This is an optimization exercise on Yosys and OpenROAD, whose aim is small area and a short achievable clock period, not a production implementation.
Function was checked by simulation only, so behaviour that the tests miss may differ from the original.
Power figures rest on the tool's default switching activity, not on a simulated workload.

==> design.v <==
package cpu_pkg;
  localparam logic [6:0] OP_R      = 7'b0110011;
  localparam logic [6:0] OP_I      = 7'b0010011;
  localparam logic [6:0] OP_LOAD   = 7'b0000011;
  localparam logic [6:0] OP_STORE  = 7'b0100011;
  localparam logic [6:0] OP_BRANCH = 7'b1100011;
  localparam logic [6:0] OP_JAL    = 7'b1101111;
  localparam logic [6:0] OP_JALR   = 7'b1100111;
  localparam logic [6:0] OP_LUI    = 7'b0110111;
  localparam logic [2:0] F3_ADD = 3'b000;
  localparam logic [2:0] F3_SLL = 3'b001;
  localparam logic [2:0] F3_SLT = 3'b010;
  localparam logic [2:0] F3_XOR = 3'b100;
  localparam logic [2:0] F3_SR  = 3'b101;
  localparam logic [2:0] F3_OR  = 3'b110;
  localparam logic [2:0] F3_AND = 3'b111;
  localparam logic [2:0] F3_W   = 3'b010;
  localparam logic [2:0] F3_BEQ = 3'b000;
  localparam logic [2:0] F3_BNE = 3'b001;
  localparam logic [2:0] F3_BLT = 3'b100;
  localparam logic [6:0] F7_BASE = 7'b0000000;
  localparam logic [6:0] F7_ALT  = 7'b0100000;
  localparam logic [6:0] F7_MUL  = 7'b0000001;
  typedef enum logic [3:0] {
    ALU_ADD, ALU_SUB, ALU_AND, ALU_OR, ALU_XOR, ALU_SLT,
    ALU_SLL, ALU_SRL, ALU_SRA, ALU_MUL, ALU_PASS_B
  } alu_op_t;
  typedef enum logic [2:0] {IMM_I, IMM_S, IMM_B, IMM_J, IMM_U} imm_t;
  typedef enum logic [1:0] {WB_ALU, WB_MEM, WB_PC4} wb_sel_t;
  function automatic logic [31:0] imm_gen(input logic [31:0] i, input imm_t t);
    case (t)
      cpu_pkg::IMM_S:   imm_gen = {{20{i[31]}}, i[31:25], i[11:7]};
      cpu_pkg::IMM_B:   imm_gen = {{19{i[31]}}, i[31], i[7], i[30:25], i[11:8], 1'b0};
      cpu_pkg::IMM_J:   imm_gen = {{11{i[31]}}, i[31], i[19:12], i[20], i[30:21], 1'b0};
      cpu_pkg::IMM_U:   imm_gen = {i[31:12], 12'b0};
      default: imm_gen = {{20{i[31]}}, i[31:20]};
    endcase
  endfunction
endpackage
module cpu_regfile #(
  parameter int WIDTH = 32
) (
  input  logic             clk,
  input  logic             rst_n,
  input  logic [4:0]       raddr1,
  input  logic [4:0]       raddr2,
  output logic [WIDTH-1:0] rdata1,
  output logic [WIDTH-1:0] rdata2,
  input  logic             we,
  input  logic [4:0]       waddr,
  input  logic [WIDTH-1:0] wdata
);
  logic [WIDTH-1:0] regs [32];
  always_ff @(posedge clk or negedge rst_n) begin
    if (!rst_n) begin
      for (int i = 0; i < 32; i++) regs[i] <= '0;
    end else if (we && waddr != 5'd0) begin
      regs[waddr] <= wdata;
    end
  end
  assign rdata1 = (raddr1 == 5'd0) ? '0 : regs[raddr1];
  assign rdata2 = (raddr2 == 5'd0) ? '0 : regs[raddr2];
endmodule
module cpu_core
#(
  parameter int WIDTH = 32
) (
  input  logic             CLK,
  input  logic             RESET,
  input  logic [WIDTH-1:0] INSTR,
  input  logic [WIDTH-1:0] READ_MEM_DATA,
  output logic [WIDTH-1:0] PC,
  output logic [WIDTH-1:0] MEM_ADDR,
  output logic             WRITE_MEM_EN,
  output logic [WIDTH-1:0] WRITE_MEM_DATA
);
  logic [6:0] opcode, funct7;
  logic [2:0] funct3;
  logic [4:0] rd, rs1, rs2;
  assign opcode = INSTR[6:0];
  assign rd     = INSTR[11:7];
  assign funct3 = INSTR[14:12];
  assign rs1    = INSTR[19:15];
  assign rs2    = INSTR[24:20];
  assign funct7 = INSTR[31:25];
  cpu_pkg::alu_op_t          alu_op;
  cpu_pkg::imm_t             imm_sel;
  cpu_pkg::wb_sel_t          wb_sel;
  logic             use_imm, reg_we, mem_we, is_branch, is_jal, is_jalr;
  logic [WIDTH-1:0] rs1_val, rs2_val, imm, alu_b, alu_result, wb_data, pc_plus4, next_pc;
  logic             branch_taken;
  always_comb begin
    alu_op    = cpu_pkg::ALU_ADD;
    imm_sel   = cpu_pkg::IMM_I;
    wb_sel    = cpu_pkg::WB_ALU;
    use_imm   = 1'b0;
    reg_we    = 1'b0;
    mem_we    = 1'b0;
    is_branch = 1'b0;
    is_jal    = 1'b0;
    is_jalr   = 1'b0;
    case (opcode)
      cpu_pkg::OP_R: begin
        reg_we = 1'b1;
        if (funct7 == cpu_pkg::F7_BASE) begin
          case (funct3)
            cpu_pkg::F3_ADD:  alu_op = cpu_pkg::ALU_ADD;
            cpu_pkg::F3_SLL:  alu_op = cpu_pkg::ALU_SLL;
            cpu_pkg::F3_SLT:  alu_op = cpu_pkg::ALU_SLT;
            cpu_pkg::F3_XOR:  alu_op = cpu_pkg::ALU_XOR;
            cpu_pkg::F3_SR:   alu_op = cpu_pkg::ALU_SRL;
            cpu_pkg::F3_OR:   alu_op = cpu_pkg::ALU_OR;
            default: alu_op = cpu_pkg::ALU_AND;
          endcase
        end else if (funct7 == cpu_pkg::F7_ALT && funct3 == cpu_pkg::F3_ADD) begin
          alu_op = cpu_pkg::ALU_SUB;
        end else if (funct7 == cpu_pkg::F7_ALT && funct3 == cpu_pkg::F3_SR) begin
          alu_op = cpu_pkg::ALU_SRA;
        end else if (funct7 == cpu_pkg::F7_MUL && funct3 == cpu_pkg::F3_ADD) begin
          alu_op = cpu_pkg::ALU_MUL;
        end else begin
          reg_we = 1'b0;
        end
      end
      cpu_pkg::OP_I: begin
        use_imm = 1'b1;
        reg_we  = 1'b1;
        case (funct3)
          cpu_pkg::F3_ADD:  alu_op = cpu_pkg::ALU_ADD;
          cpu_pkg::F3_SLT:  alu_op = cpu_pkg::ALU_SLT;
          cpu_pkg::F3_XOR:  alu_op = cpu_pkg::ALU_XOR;
          cpu_pkg::F3_OR:   alu_op = cpu_pkg::ALU_OR;
          cpu_pkg::F3_AND:  alu_op = cpu_pkg::ALU_AND;
          default: reg_we = 1'b0;
        endcase
      end
      cpu_pkg::OP_LOAD: begin
        use_imm = 1'b1;
        wb_sel  = cpu_pkg::WB_MEM;
        reg_we  = (funct3 == cpu_pkg::F3_W);
      end
      cpu_pkg::OP_STORE: begin
        use_imm = 1'b1;
        imm_sel = cpu_pkg::IMM_S;
        mem_we  = (funct3 == cpu_pkg::F3_W);
      end
      cpu_pkg::OP_BRANCH: begin
        imm_sel   = cpu_pkg::IMM_B;
        alu_op    = cpu_pkg::ALU_SUB;
        is_branch = (funct3 == cpu_pkg::F3_BEQ) || (funct3 == cpu_pkg::F3_BNE) || (funct3 == cpu_pkg::F3_BLT);
      end
      cpu_pkg::OP_JAL: begin
        imm_sel = cpu_pkg::IMM_J;
        wb_sel  = cpu_pkg::WB_PC4;
        reg_we  = 1'b1;
        is_jal  = 1'b1;
      end
      cpu_pkg::OP_JALR: begin
        use_imm = 1'b1;
        wb_sel  = cpu_pkg::WB_PC4;
        reg_we  = (funct3 == 3'b000);
        is_jalr = (funct3 == 3'b000);
      end
      cpu_pkg::OP_LUI: begin
        imm_sel = cpu_pkg::IMM_U;
        use_imm = 1'b1;
        alu_op  = cpu_pkg::ALU_PASS_B;
        reg_we  = 1'b1;
      end
      default: ;
    endcase
  end
  cpu_regfile #(.WIDTH(WIDTH)) u_regfile (
    .clk    (CLK),
    .rst_n  (RESET),
    .raddr1 (rs1),
    .raddr2 (rs2),
    .rdata1 (rs1_val),
    .rdata2 (rs2_val),
    .we     (reg_we),
    .waddr  (rd),
    .wdata  (wb_data)
  );
  assign imm   = cpu_pkg::imm_gen(INSTR, imm_sel);
  assign alu_b = use_imm ? imm : rs2_val;
  always_comb begin
    alu_result = rs1_val + alu_b;
    case (alu_op)
      cpu_pkg::ALU_SUB:    alu_result = rs1_val - alu_b;
      cpu_pkg::ALU_AND:    alu_result = rs1_val & alu_b;
      cpu_pkg::ALU_OR:     alu_result = rs1_val | alu_b;
      cpu_pkg::ALU_XOR:    alu_result = rs1_val ^ alu_b;
      cpu_pkg::ALU_SLT:    alu_result = {{(WIDTH-1){1'b0}}, $signed(rs1_val) < $signed(alu_b)};
      cpu_pkg::ALU_SLL:    alu_result = rs1_val << alu_b[4:0];
      cpu_pkg::ALU_SRL:    alu_result = rs1_val >> alu_b[4:0];
      cpu_pkg::ALU_SRA:    alu_result = $signed(rs1_val) >>> alu_b[4:0];
      cpu_pkg::ALU_MUL:    alu_result = rs1_val * alu_b;
      cpu_pkg::ALU_PASS_B: alu_result = alu_b;
      default:    ;
    endcase
  end
  always_comb begin
    case (funct3)
      cpu_pkg::F3_BEQ:  branch_taken = (rs1_val == rs2_val);
      cpu_pkg::F3_BNE:  branch_taken = (rs1_val != rs2_val);
      default: branch_taken = ($signed(rs1_val) < $signed(rs2_val));
    endcase
  end
  assign pc_plus4 = PC + 32'd4;
  always_comb begin
    if (is_jalr)                             next_pc = alu_result & ~32'd1;
    else if (is_jal || (is_branch && branch_taken)) next_pc = PC + imm;
    else                                     next_pc = pc_plus4;
  end
  always_comb begin
    case (wb_sel)
      cpu_pkg::WB_MEM:  wb_data = READ_MEM_DATA;
      cpu_pkg::WB_PC4:  wb_data = pc_plus4;
      default: wb_data = alu_result;
    endcase
  end
  always_ff @(posedge CLK or negedge RESET) begin
    if (!RESET) PC <= '0;
    else        PC <= next_pc;
  end
  assign WRITE_MEM_EN   = mem_we & RESET;
  assign MEM_ADDR       = alu_result;
  assign WRITE_MEM_DATA = rs2_val;
endmodule
==> run.sh <==
#!/bin/bash
# synth_recipe.tcl (not shown) runs the flow's synth.tcl, then flattens the netlist and writes it again
# the make line also repeats each setting of config.mk as NAME=value (left out here)
make -C /OpenROAD-flow-scripts/flow DESIGN_CONFIG=/design/flow/config.mk WORK_HOME=/design/flow/orfs CLKGATE_MAP_FILE= SYNTH_SCRIPT=/design/flow/synth_recipe.tcl finish
==> config.mk <==
export PLATFORM = sky130hd
export DESIGN_NAME = cpu_core
export DESIGN_NICKNAME = cpu_core
export VERILOG_FILES = /design/flow/design.v
export SDC_FILE = /design/flow/constraint.sdc
export NUM_CORES = 8
export LEC_CHECK = 0
export CAP_MARGIN = 20
export CORE_MARGIN = 2
export CORE_UTILIZATION = 40
export SLEW_MARGIN = 20
==> constraint.sdc <==
create_clock -name core_clock -period 22.0 [get_ports {CLK}]
set_input_delay 4.4000 -clock core_clock [delete_from_list [all_inputs] [get_ports {CLK}]]
set_output_delay 4.4000 -clock core_clock [all_outputs]
set_load 0.01 [all_outputs]
==> qor.csv <==
metric,value,unit
num ports,163,
area added between synthesis and finish,12.7,%
Max transition margin,12.4,%
Total GRT Usage,49.5,%
synthesis warning total,3,
"area leader, netlist",dfrtp_1,
r2r startpoint,u_regfile.regs[3][4],
CTS sink count,1024,
Synth Cell Area,82300,sq um
post-CTS setup buffer count,0,
Inst Count DP,12300,
Crit-path slowest cell,clkinv_1,
H-tree Lvls,3,
period utilisation layout,98.0,%
clock slew at reported path FFs,0.06,ns
data arrival time of the worst path,17.16,ns
Final Net Count,10500,
first-pass GRT wire length,719,mm
Synth top area share,31.1,%
Iter 0 DRT Violations,16700,
"most common cell after layout, fill and taps aside",nand2_1,
Num CTS Buffers,112,
Most common cell on crit path,fa_1,
crit-path leading delay family,adder cells,
register area share after synthesis,31.1,%
Main synth FF type,dfrtp_1,
kind of critical path,input pin to output port,
Synth Instances,9813,
"Core Util, Final",45.3,%
CTS tree,yes,
crit path from,INSTR[23],
worst-margin pin slew,1.31,ns
GR Overflow Total,0,
DP HPWL,380,mm
Startpoint Class,input pin,
"Data required, critical path",17.60,ns
DR vias,89900,
fraction of layout cells with a size suffix above 1,13.5,%
number of max-cap violations,0,
Core Rows,166,
Vias/cell,7.14,
first-pass detailed-route iteration total,10,
fill count,20200,
worst skew pair latency,0.83,ns
die width,458,microns
max-slew violations,0,
die footprint,209000,sq um
Hold Path Class,flop to flop,
crit path capture type,output port,
Synth cell types,120,
Post-synth EDFFs,0,
crit path to,MEM_ADDR[31],
routed len/inst,42.2,microns
"commonest non-fill, non-tap cells in the layout","nand2_1 (1296), dfrtp_1 (1024), o21ai_0 (845), nand3_1 (737), inv_1 (617)",
syn_area_per_cell,8.38,sq um
Critical Path Stages,38,
Root Buffer,clkbuf_16,
Power Density,56.4,nW/um^2
Chip Height,458,microns
Max Fanout on Critical Path,29,
DR DRC count,0,
Clock Path Buffers,3,
Initial Util,40.2,%
final setup TNS,0,ns
reg2reg end,u_regfile.regs[13][29],
pin count of the biggest net entering global routing,163,
upper clock frequency limit,46.4,MHz
antenna violations before repair,66,
crit path time final,21.56,ns
Final Hold Viols,0,
hold buffers post-CTS,0,
I/O Buffers,162,
Clock Skew,0.113,ns
final setup fails,0,
number of global-route vias before repair,83200,
Reg2Reg Setup Slack,9.88,ns
Routed WL,532,mm
area of the core,205000,sq um
status,"complete, no violations",
RSZ-0062 raised after global routing,false,
"flops & latches, synth",1024,
syn_nets,10600,
worst path buffer plus inverter count,11,
R2R depth,39,
Pleak,0.0415,uW
Worst VDD drop,0.0000701,V
Crit path largest cell delay,0.77,ns
Detail Route Antenna Nets,0,
routability cong.,1.08,
Area contributors post-synth,"dfrtp_1 (31%), fa_1 (10%), nand2_1 (6.0%)",
post-CTS resize count,0,
asr flop ratio synth,100,%
total power,5230,uW
post-route non-filler standard cell count,12600,
==> metal layers <==
metal / track usage [%] / part of all wire [%] / vias up
met5: 0.459 / 0.078 / -
met4: 30.4 / 8.0 / 42
met3: 22.9 / 16 / 1954
met2: 63.9 / 37 / 8389
met1: 65.9 / 38 / 44800
li1: - / - / 34800
==> cells by family after synthesis <==
kind of cell | after synthesis | share of synthesized area, %
fa+ha+maj | 697 | 14.3
compound gates | 2390 | 19.2
simple gates | 3767 | 21.9
flops | 1024 | 31.1
mux | 318 | 4.30
buf+inv | 1464 | 7.32
xor+xnor | 153 | 1.80
==> Yosys cell counts (50+ instances only) <==
| master | instances |
|---|---|
| a21oi_1 | 330 |
| o21ai_0 | 858 |
| buf_2 | 236 |
| a211oi_1 | 77 |
| nand2_1 | 1319 |
| buf_1 | 55 |
| mux2_2 | 276 |
| a31oi_1 | 76 |
| a32oi_1 | 50 |
| a22oi_1 | 223 |
| ha_1 | 286 |
| nand4_1 | 221 |
| fa_1 | 411 |
| dfrtp_1 | 1024 |
| nand3_1 | 745 |
| inv_1 | 617 |
| and3_1 | 280 |
| xnor2_1 | 106 |
| a22o_1 | 54 |
| a21o_1 | 58 |
| o21ai_1 | 62 |
| nor3_1 | 227 |
| clkbuf_1 | 491 |
| a2111oi_0 | 81 |
| nor4_1 | 65 |
| nor2_1 | 570 |
==> worst reg2reg max path: cells and delay by family, from the launching register on <==
kind | cells | cell delay (ns)
AOI/OAI and AO/OA | 14 | 4.47
xor gates and xnor gates | 1 | 0.30
buffers and inverters | 9 | 1.34
and+or+nand+nor | 3 | 0.58
adders and majority gates | 10 | 4.22
muxes | 2 | 0.70
DFF | 1 | 0.43
==> registers in the layout, indices dropped and copies added, names as in the netlist <==
signal,count
u_regfile.regs,992
PC,32
==> metrics by stage <==
| stage | instance area, sq um | setup slack (ns) | hold slack (ns) |
|---|---|---|---|
| 6_report | 92800 | 0.438 | 0.486 |
| 5_1_grt | 92700 | 0.470 | 0.519 |
| 4_1_cts | 92600 | 0.983 | 0.493 |
| 3_5_place_dp | 88600 | 0.983 | 0.475 |
| 3_3_place_gp | 88600 | 0.855 | 0.467 |
| 2_1_floorplan | 82300 | 3.34 | 0.450 |
==> where the power goes <==
part / internal [uW] / switching [uW]
clock: 1140 / 922
sequential: 1930 / 76.4
combinational: 344 / 821
total: 3410 / 1820
==> worst min path at each step <==
stage	cells after the start	startpoint	to
6_report	2	u_regfile.regs[15][7]	u_regfile.regs[15][7]
5_1_grt	2	u_regfile.regs[21][27]	u_regfile.regs[21][27]
2_1_floorplan	2	u_regfile.regs[15][3]	u_regfile.regs[15][3]
3_5_place_dp	2	u_regfile.regs[16][3]	u_regfile.regs[16][3]
3_3_place_gp	2	u_regfile.regs[15][8]	u_regfile.regs[15][8]
4_1_cts	2	u_regfile.regs[15][7]	u_regfile.regs[15][7]
==> area by class of cell <==
class	count	area, sq um	share of cell area, %
diodes	35	87.6	0.0944
clock buffers	140	3050	3.29
clock inverters	72	857	0.924
inverters	639	2400	2.59
multi-input cells	7325	51600	55.6
flip-flops and latches	1024	25600	27.6
well taps	2688	3360	3.63
repair buffers	677	5780	6.23

[port drivers added, routing unchanged]
No port has a modelled driver above. Below, the same layout with a new extraction and two added sets of constraints.
Step 1, drivers: a clkbuf_16 drives CLK and a buf_2 each remaining input, both assumed.
Step 2 moves the port delays by t, midway between the first and last clock arrival at a register: inputs arrive t later, outputs are due t later. That takes back most of the time a late clock gives input paths.
Three values: no drivers, after step 1, after step 2; two values: the first two.
t (ns): 0.863
setup slack, ns: 0.438 / 0.405 / 0.405
hold WS [ns]: 0.486 / 0.486 / 0.486
latest minus earliest clock arrival (ns): 0.113 / 0.113
worst data-port slew with drivers (ns): 0.21
After both steps this run still meets setup and hold. The setup slack of this run moves by -0.033 ns with the drivers and by -0.033 ns with both steps.
